Context: an optimization exercise on an open-source flow, tuned for small area, a short achievable clock period and few clock cycles per item. The choices shown serve that exercise and are no tape-out recipe. Where RTL was checked, it was by simulation tests only, not by an equivalence proof against the original.

==> job 4263 <==
Design cvn_top, start of the top module:
module cvn_top #(
	parameter int SAMPLE_WIDTH = 24
) (
	input  logic                    clk,
	input  logic                    arst_n,
	input  logic                    psel,
	input  logic                    penable,
	input  logic                    pwrite,
	input  logic [1:0]              paddr,
	input  logic [31:0]             pwdata,
	output logic [31:0]             prdata,
	output logic                    pready,
	input  logic                    cmd_valid,
	output logic                    cmd_ready,
	input  logic [1:0]              cmd_opcode,
	input  logic [SAMPLE_WIDTH-1:0] cmd_re,
	input  logic [SAMPLE_WIDTH-1:0] cmd_im,
	output logic                    rsp_valid,
	input  logic                    rsp_ready,
	output logic                    rsp_kind,
	output logic [SAMPLE_WIDTH-1:0] rsp_re,
	output logic [SAMPLE_WIDTH-1:0] rsp_im,
	output logic [31:0]             rsp_norm,
	output logic                    rsp_zero,
  ...
export LEC_CHECK = 0
export ABC_CLOCK_PERIOD_IN_PS = 5000
export CAP_MARGIN = 20
export CORE_MARGIN = 2
export CORE_UTILIZATION = 40
export PLACE_DENSITY = 0.6
export SLEW_MARGIN = 20
create_clock -name core_clock -period 11.0 [get_ports {clk}]
standard.sh (not shown) runs the stock make flow with config.mk's settings and CLKGATE_MAP_FILE= SYNTH_SCRIPT=/design/flow/synth_recipe.tcl, a recipe that flattens the netlist after the stock synthesis.
==> flow/flow/run.sh <==
#!/bin/bash
set -euo pipefail
MARGIN=$(cat flow/margin.txt)
bash standard.sh SETUP_SLACK_MARGIN="$MARGIN" finish > flow_make.log 2>&1
==> flow/flow/margin.txt <==
5.6
==> inputs of job 3912, as changes to job 4263 <==
--- a/flow/design.v
+++ b/flow/design.v
@@ -60,30 +60,27 @@
 	logic [63:0] sum_q;
 	logic [31:0] recip_q;
 	logic        addr0_q;
 	logic [23:0] re_mag_q, im_mag_q;
 	logic        re_neg_q, im_neg_q;
 	logic [4:0]  cnt_q;
-	logic [33:0] rem_q;
+	logic [31:0] rem_q;
 	logic [28:0] root_q;
-	logic        f_small_q, sq_first_q;
-	logic [1:0]  fpass_q;
-	logic        fsat_q;
+	logic        f_small_q;
 	logic        s2_valid_q;
 	logic [1:0]  s2_kind_q;
 	logic        s2_second_q;
 	logic        s2_neg_q;
 	logic [1:0]  s2_pass_q;
 	logic [55:0] cs_s_q, cs_c_q;
 	logic [23:0] pend_re_q;
-	logic        pend_sat_q, pend_neg_q;
+	logic        pend_sat_q;
 	logic        out_valid_q;
 	logic        out_kind_q;
 	logic [23:0] out_re_q, out_im_q;
-	logic        out_rsat_q, out_isat_q, out_rneg_q, out_ineg_q;
-	logic        out_zero_q, out_fsat_q;
+	logic        out_zero_q, out_sat_q;
 	logic cfg_write;
 	assign cfg_write = psel && penable && pwrite && (paddr == 2'd0);
 	assign pready    = 1'b1;
 	assign prdata    = addr0_q ? grid_q : 32'd0;
 	logic accept, out_free, stall;
 	assign cmd_ready = rdy_q;
@@ -94,13 +91,13 @@
 	assign in_re = cmd_re[23] ? (24'd0 - cmd_re) : cmd_re;
 	assign in_im = cmd_im[23] ? (24'd0 - cmd_im) : cmd_im;
 	logic        mul_q, sq_q;
 	logic [23:0] mul_a;
 	logic [31:0] mul_b;
 	logic [23:0] sq_re, sq_im;
-	assign mul_a = {24{mul_q}} & (re_mag_q | {24{fsat_q}});
+	assign mul_a = {24{mul_q}} & re_mag_q;
 	assign mul_b = recip_q;
 	assign sq_re = {24{sq_q}} & re_mag_q;
 	assign sq_im = {24{sq_q}} & im_mag_q;
 	logic [55:0] cs_s, cs_c;
 	logic [1:0] sq_ha;
 	logic pt_p0;
@@ -3691,31 +3688,33 @@
 	assign cs_c = {1'b0, pt_p767, pt_s1449, pt_s1448, pt_s1447, pt_s1446, pt_s1445, pt_s1444, pt_s1443, pt_s1442, pt_s1441, pt_s1440, pt_s1439, pt_s1438, pt_s1437, pt_s1436, pt_s1435, pt_s1434, pt_s1433, pt_s1432, pt_s1431, pt_s1430, pt_s1429, pt_s1428, pt_s1427, pt_s1426, pt_s1425, pt_s1424, pt_s1423, pt_s1422, pt_s1421, pt_s1420, pt_s1419, pt_s1418, pt_s1417, pt_s1416, pt_s1415, pt_s1414, pt_s1413, pt_s1412, pt_s1411, pt_s1410, pt_s1409, pt_s1408, pt_s1407, pt_s1406, pt_s1405, pt_s1404, pt_s1403, pt_s1402, pt_s1401, pt_s1400, pt_s1399, pt_p5, pt_p2, 1'b0};
 	logic [63:0] addend;
 	logic [64:0] total;
 	logic s2_add_sum_q, s2_add_rnd_q, s2_add_rem_q;
 	assign addend = ({64{s2_add_sum_q}} & sum_q) |
 		({64{s2_add_rnd_q}} & {{40{s2_neg_q}}, 1'b1, 23'd0}) |
-		({64{s2_add_rem_q}} & {32'd0, rem_q[31:0]});
+		({64{s2_add_rem_q}} & {32'd0, rem_q});
 	assign total = {1'b0, addend} + {9'd0, cs_s_q} + {9'd0, cs_c_q};
-	logic scl_sat;
+	logic        scl_sat;
+	logic [23:0] scl_val, scl_res;
 	assign scl_sat = !total[63] && (total[62:47] != '0);
+	assign scl_val = scl_sat ? 24'h7F_FFFF : total[47:24];
+	assign scl_res = s2_neg_q ? ~scl_val : scl_val;
 	logic s2_go;
 	assign s2_go = s2_valid_q && !stall;
-	logic [63:0] sum_acc;
-	logic        s2_acc;
+	logic [63:0] sum_acc, sum_d;
 	assign sum_acc = total[64] ? '1 : total[63:0];
-	assign s2_acc  = s2_go && s2_kind_q == K_ACC;
+	assign sum_d   = (s2_go && s2_kind_q == K_ACC) ? sum_acc : sum_q;
 	logic        mode_sq;
 	logic [33:0] rx;
 	logic [32:0] rm1, rm2;
 	logic [33:0] rp3, rs3;
 	logic [34:0] rt1, rt2, rt3;
 	logic [1:0]  rk;
 	logic [31:0] rnext;
 	assign mode_sq = state_q[I_SQ];
-	assign rx  = rem_q;
+	assign rx  = mode_sq ? {rem_q[29:0], sum_q[59:56]} : {rem_q[31:0], 2'b00};
 	assign rm1 = mode_sq ? {1'b0, root_q, 3'b001} : {4'd0, root_q};
 	assign rm2 = mode_sq ? {root_q, 4'b0100} : {3'd0, root_q, 1'b0};
 	assign rp3 = mode_sq ? {1'b0, root_q, 4'b0000} : {4'd0, root_q, 1'b0};
 	assign rs3 = mode_sq ? {2'd0, root_q, 3'b000} : {5'd0, root_q};
 	assign rt1 = {1'b0, rx} - {2'd0, rm1};
 	assign rt2 = {1'b0, rx} - {2'd0, rm2};
@@ -3748,43 +3747,14 @@
 			if ((root_q[p-1] || root_q[p]) && ((root_q >> (p + 1)) == '0)) begin
 				dv_rem = 32'd1 << p;
 				dv_cnt = 5'((40 - p) / 2);
 			end
 		end
 	end
-	logic [57:0] f_v;
-	logic [63:0] f_d;
-	always_comb begin
-		case (s2_pass_q)
-			2'd0: begin
-				f_v = {40'd0, total[55:38]};
-				f_d = {6'd0, total[55:38], 40'd0};
-			end
-			2'd1: begin
-				f_v = {15'd0, total[56:14]};
-				f_d = {5'd0, total[56:14], 16'd0};
-			end
-			default: begin
-				f_v = {total[47:0], sum_q[9:0]};
-				f_d = {6'd0, total[47:0], sum_q[9:0]};
-			end
-		endcase
-	end
-	logic [57:0] f_al;
-	logic        f_small_c, f_small;
-	always_comb begin
-		case (fpass_q)
-			2'd0:    f_al = {40'd0, sum_q[57:40]};
-			2'd1:    f_al = {15'd0, sum_q[58:16]};
-			default: f_al = sum_q[57:0];
-		endcase
-	end
-	assign f_small_c = (f_al[57:17] == '0) && (f_al[16:0] < 17'h1_0201);
-	assign f_small   = sq_first_q ? f_small_c : f_small_q;
-	logic zsum_q, nz1_q, nz2_q, fwait;
-	assign fwait = (state_q[I_F2] && !nz1_q) || (state_q[I_F3] && !nz2_q) || state_q[I_F4];
+	logic f_small;
+	assign f_small = (total[47:7] == '0) && ({total[6:0], sum_q[9:0]} < 17'h1_0201);
 	logic [NS-1:0] state_nx;
 	logic       rdy_nx;
 	logic       issue;
 	logic       fin_write, fin_zero, fin_sat;
 	logic [NS-1:0] acc_state;
 	always_comb begin
@@ -3821,33 +3791,34 @@
 					state_nx = accept ? acc_state : S_IDLE;
 				end
 			end
 			state_q[I_F0]: state_nx = S_F1;
 			state_q[I_F1]: begin
 				if (!s2_valid_q && out_free) begin
-					issue    = 1'b1;
-					state_nx = S_F2;
-				end
-			end
-			state_q[I_F2], state_q[I_F3], state_q[I_F4]: begin
-				if (fwait) begin
-					if (zsum_q) begin
+					if (sum_q == '0) begin
 						fin_write = 1'b1;
 						fin_zero  = 1'b1;
 						state_nx  = S_IDLE;
 					end else begin
-						state_nx = S_SQ;
+						issue    = 1'b1;
+						state_nx = S_F2;
 					end
-				end else begin
-					issue    = 1'b1;
-					state_nx = state_q[I_F2] ? S_F3 : S_F4;
 				end
 			end
+			state_q[I_F2]: begin
+				issue    = 1'b1;
+				state_nx = S_F3;
+			end
+			state_q[I_F3]: begin
+				issue    = 1'b1;
+				state_nx = S_F4;
+			end
+			state_q[I_F4]: state_nx = S_SQ;
 			state_q[I_SQ]: begin
 				if (sq_last) begin
-					if (f_small) begin
+					if (f_small_q) begin
 						fin_write = 1'b1;
 						fin_sat   = 1'b1;
 						state_nx  = accept ? acc_state : S_IDLE;
 					end else begin
 						state_nx = S_DV;
 					end
@@ -3863,14 +3834,13 @@
 		endcase
 	end
 	logic [4:0] cnt_nx;
 	always_comb begin
 		cnt_nx = cnt_q;
 		case (1'b1)
-			state_q[I_F2], state_q[I_F3], state_q[I_F4]:
-				cnt_nx = (s2_pass_q == 2'd0) ? 5'd5 : ((s2_pass_q == 2'd1) ? 5'd11 : 5'd15);
+			state_q[I_F4]: cnt_nx = 5'd15;
 			state_q[I_SQ]: begin
 				if (sq_last) cnt_nx = dv_cnt;
 				else if (sq_skip) cnt_nx = cnt_q - 5'd4;
 				else cnt_nx = cnt_q - 5'd1;
 			end
 			state_q[I_DV]: cnt_nx = cnt_q - 5'd1;
@@ -3878,13 +3848,13 @@
 		endcase
 	end
 	logic pa_safe;
 	assign pa_safe = state_q[I_P2] ? out_free : !stall;
 	assign rdy_nx = state_nx[I_IDLE] || state_nx[I_P2] || (state_nx[I_PA] && pa_safe) ||
 		(state_nx[I_DV] && cnt_nx == 5'd1) ||
-		(state_nx[I_SQ] && cnt_nx == 5'd1 && f_small);
+		(state_nx[I_SQ] && cnt_nx == 5'd1 && f_small_q);
 	always_ff @(posedge clk or negedge arst_n) begin
 		if (!arst_n) begin
 			state_q     <= S_IDLE;
 			rdy_q       <= 1'b1;
 			grid_q      <= ONE_Q24;
 			sum_q       <= '0;
@@ -3900,16 +3870,16 @@
 				out_valid_q <= 1'b1;
 			end else if (rsp_ready) begin
 				out_valid_q <= 1'b0;
 			end
 			if (s2_go && s2_kind_q == K_ACC) begin
 				sum_q <= sum_acc;
-			end else if (s2_go && s2_kind_q == K_FIN && fwait) begin
-				sum_q <= f_d;
 			end else if (s2_go && s2_kind_q == K_FIN && s2_pass_q == 2'd1) begin
 				sum_q[9:0] <= total[23:14];
+			end else if (s2_go && s2_kind_q == K_FIN && s2_pass_q == 2'd2) begin
+				sum_q <= {6'd0, total[47:0], sum_q[9:0]};
 			end else if (state_q[I_SQ]) begin
 				sum_q <= sq_skip ? {4'd0, sum_q[43:0], 16'd0} : {4'd0, sum_q[55:0], 4'd0};
 			end
 			if (fin_write && fin_zero) begin
 				recip_q <= ONE_Q24;
 			end else if (fin_write && fin_sat) begin
@@ -3930,13 +3900,13 @@
 			im_mag_q <= in_im;
 			re_neg_q <= cmd_re[23];
 			im_neg_q <= cmd_im[23];
 		end else if (state_q[I_P1] && !stall) begin
 			re_mag_q <= im_mag_q;
 		end else if (state_q[I_F0]) begin
-			re_mag_q <= s2_acc ? total[23:0] : sum_q[23:0];
+			re_mag_q <= sum_d[23:0];
 		end else if (state_q[I_F1] && !s2_valid_q && out_free) begin
 			re_mag_q <= sum_q[47:24];
 		end else if (state_q[I_F2]) begin
 			re_mag_q <= {8'd0, sum_q[63:48]};
 		end
 		if (!stall) begin
@@ -3952,64 +3922,48 @@
 			s2_add_rem_q <= state_q[I_F2] || state_q[I_F3];
 		end
 		cnt_q <= cnt_nx;
 		mul_q <= state_nx[I_P1] || state_nx[I_P2] || state_nx[I_F1] || state_nx[I_F2] ||
 			state_nx[I_F3];
 		sq_q  <= state_nx[I_PA];
-		if (fwait) fpass_q <= s2_pass_q;
-		sq_first_q <= fwait;
-		if (state_q[I_F1]) begin
-			zsum_q <= (sum_q == '0);
-			nz1_q  <= (sum_q[63:24] != '0);
-			nz2_q  <= (sum_q[63:48] != '0);
-		end
-		if (sq_first_q) f_small_q <= f_small_c;
-		fsat_q <= state_q[I_F0] && s2_acc && total[64];
-		if (fwait) begin
-			rem_q <= {30'd0, f_d[59:56]};
+		if (state_q[I_F4]) f_small_q <= f_small;
+		if (state_q[I_F4]) begin
+			rem_q <= '0;
 		end else if (s2_go && s2_kind_q == K_FIN) begin
-			rem_q <= {2'd0, total[55:24]};
+			rem_q <= total[55:24];
 		end else if (state_q[I_SQ]) begin
-			if (sq_last) rem_q <= {dv_rem, 2'b00};
-			else if (sq_skip) rem_q <= {30'd0, sum_q[43:40]};
-			else rem_q <= {rnext[29:0], sum_q[55:52]};
+			if (sq_last) rem_q <= dv_rem;
+			else if (!sq_skip) rem_q <= rnext;
 		end else if (state_q[I_DV]) begin
-			rem_q <= {rnext, 2'b00};
+			rem_q <= rnext;
 		end
 		if (state_q[I_F1] && !s2_valid_q && out_free) begin
 			root_q <= '0;
 		end else if (state_q[I_SQ] && !sq_skip) begin
 			root_q <= {root_q[26:0], rk};
 		end
 		if (s2_go && s2_kind_q == K_SCL && !s2_second_q) begin
-			pend_re_q  <= total[47:24] ^ {24{s2_neg_q}};
+			pend_re_q  <= scl_res;
 			pend_sat_q <= scl_sat;
-			pend_neg_q <= s2_neg_q;
 		end
 		if (s2_go && s2_kind_q == K_SCL && s2_second_q) begin
 			out_kind_q <= 1'b0;
 			out_re_q   <= pend_re_q;
-			out_rsat_q <= pend_sat_q;
-			out_rneg_q <= pend_neg_q;
-			out_im_q   <= total[47:24] ^ {24{s2_neg_q}};
-			out_isat_q <= scl_sat;
-			out_ineg_q <= s2_neg_q;
+			out_im_q   <= scl_res;
 			out_zero_q <= 1'b0;
-			out_fsat_q <= 1'b0;
+			out_sat_q  <= pend_sat_q | scl_sat;
 		end else if (fin_write) begin
 			out_kind_q <= 1'b1;
 			out_re_q   <= '0;
-			out_rsat_q <= 1'b0;
 			out_im_q   <= '0;
-			out_isat_q <= 1'b0;
 			out_zero_q <= fin_zero;
-			out_fsat_q <= fin_sat;
+			out_sat_q  <= fin_sat;
 		end
 	end
 	assign rsp_valid = out_valid_q;
 	assign rsp_kind  = out_kind_q;
-	assign rsp_re    = out_rsat_q ? {out_rneg_q, {23{!out_rneg_q}}} : out_re_q;
-	assign rsp_im    = out_isat_q ? {out_ineg_q, {23{!out_ineg_q}}} : out_im_q;
+	assign rsp_re    = out_re_q;
+	assign rsp_im    = out_im_q;
 	assign rsp_norm  = out_kind_q ? {3'd0, root_q} : 32'd0;
 	assign rsp_zero  = out_zero_q;
-	assign rsp_sat   = out_rsat_q || out_isat_q || out_fsat_q;
+	assign rsp_sat   = out_sat_q;
 endmodule
==> flow/run.sh (new file) <==
#!/bin/bash
# synth_recipe.tcl (not shown) runs the flow's synth.tcl, then flattens the netlist and writes it again
# the make line also repeats each setting of config.mk as NAME=value (left out here)
make -C /OpenROAD-flow-scripts/flow DESIGN_CONFIG=/design/flow/config.mk WORK_HOME=/design/flow/orfs CLKGATE_MAP_FILE= SYNTH_SCRIPT=/design/flow/synth_recipe.tcl finish
- SETUP_SLACK_MARGIN: unset -> 4
removed: flow/flow/run.sh
removed: flow/flow/margin.txt
removed: flow/standard.sh
==> results.sh <==
export IMPL_outcome="timing/DRC/antenna clean"
export IMPL_numCtsBuffers=58
export IMPL_post_cts_buffers=0
export IMPL_min_period_over_period=0.6026
export IMPL_synth_async_sr_flop_share=0.3114
export IMPL_synth_top_area_share=0.2542
export IMPL_routed_wl_met2_mm=111.4
export IMPL_sh_seq_area=0.1903
export IMPL_met1_usage=0.4199
export IMPL_synth_seq_area_share=0.2090
export IMPL_syn_cell_area_mm2=0.05874
export IMPL_regArea_mm2=0.01229
# the run above: job 3912

==> results.sh <==
export IMPL_outcome="timing/DRC/antenna clean"
export IMPL_sh_seq_area=0.1881
export IMPL_synth_seq_area_share=0.2111
export IMPL_numCtsBuffers=57
export IMPL_regArea_mm2=0.01270
export IMPL_post_cts_buffers=20
export IMPL_synth_async_sr_flop_share=0.3021
export IMPL_routed_wl_met2_mm=112.6
export IMPL_met1_usage=0.4228
# the run above: job 4263

Testbench counts of job 4263, summed over its fixed seeds: cycles 12,343, items 5,556.
Only the layout flow was run in job 3912; the RTL was not checked for function there.

-- re-timing with driven ports --
No port has a modelled driver above. Below, the same layouts with a new extraction and two added sets of constraints. Step 1 assumes that a clkbuf_16 drives the clock port and a buf_2 every other input. Step 2, shift: input delay + t, output delay - t, t = (earliest + latest rising clock arrival at the registers) / 2. This alone moves slack from input paths to output paths. Slacks: no drivers / after step 1 / after step 2; pairs: no drivers / after step 1.
| run | t, ns | slack for setup (ns) | worst hold slack (ns) | slew at the worst register clock pin (ns) | pins driven straight from the clock port |
|---|---|---|---|---|---|
| job 4263 | 0.776 | 5.573 / 5.573 / 5.439 | 0.428 / 0.428 / 0.428 | 0.07 / 0.07 | 1 |
| job 3912 | 0.755 | 4.371 / 4.371 / 4.371 | 0.465 / 0.465 / 0.465 | 0.08 / 0.08 | 1 |
After both steps every run listed still meets setup and hold. The setup slack of job 4263, which loses most, moves by 0.000 ns with the drivers and by -0.134 ns with both steps.
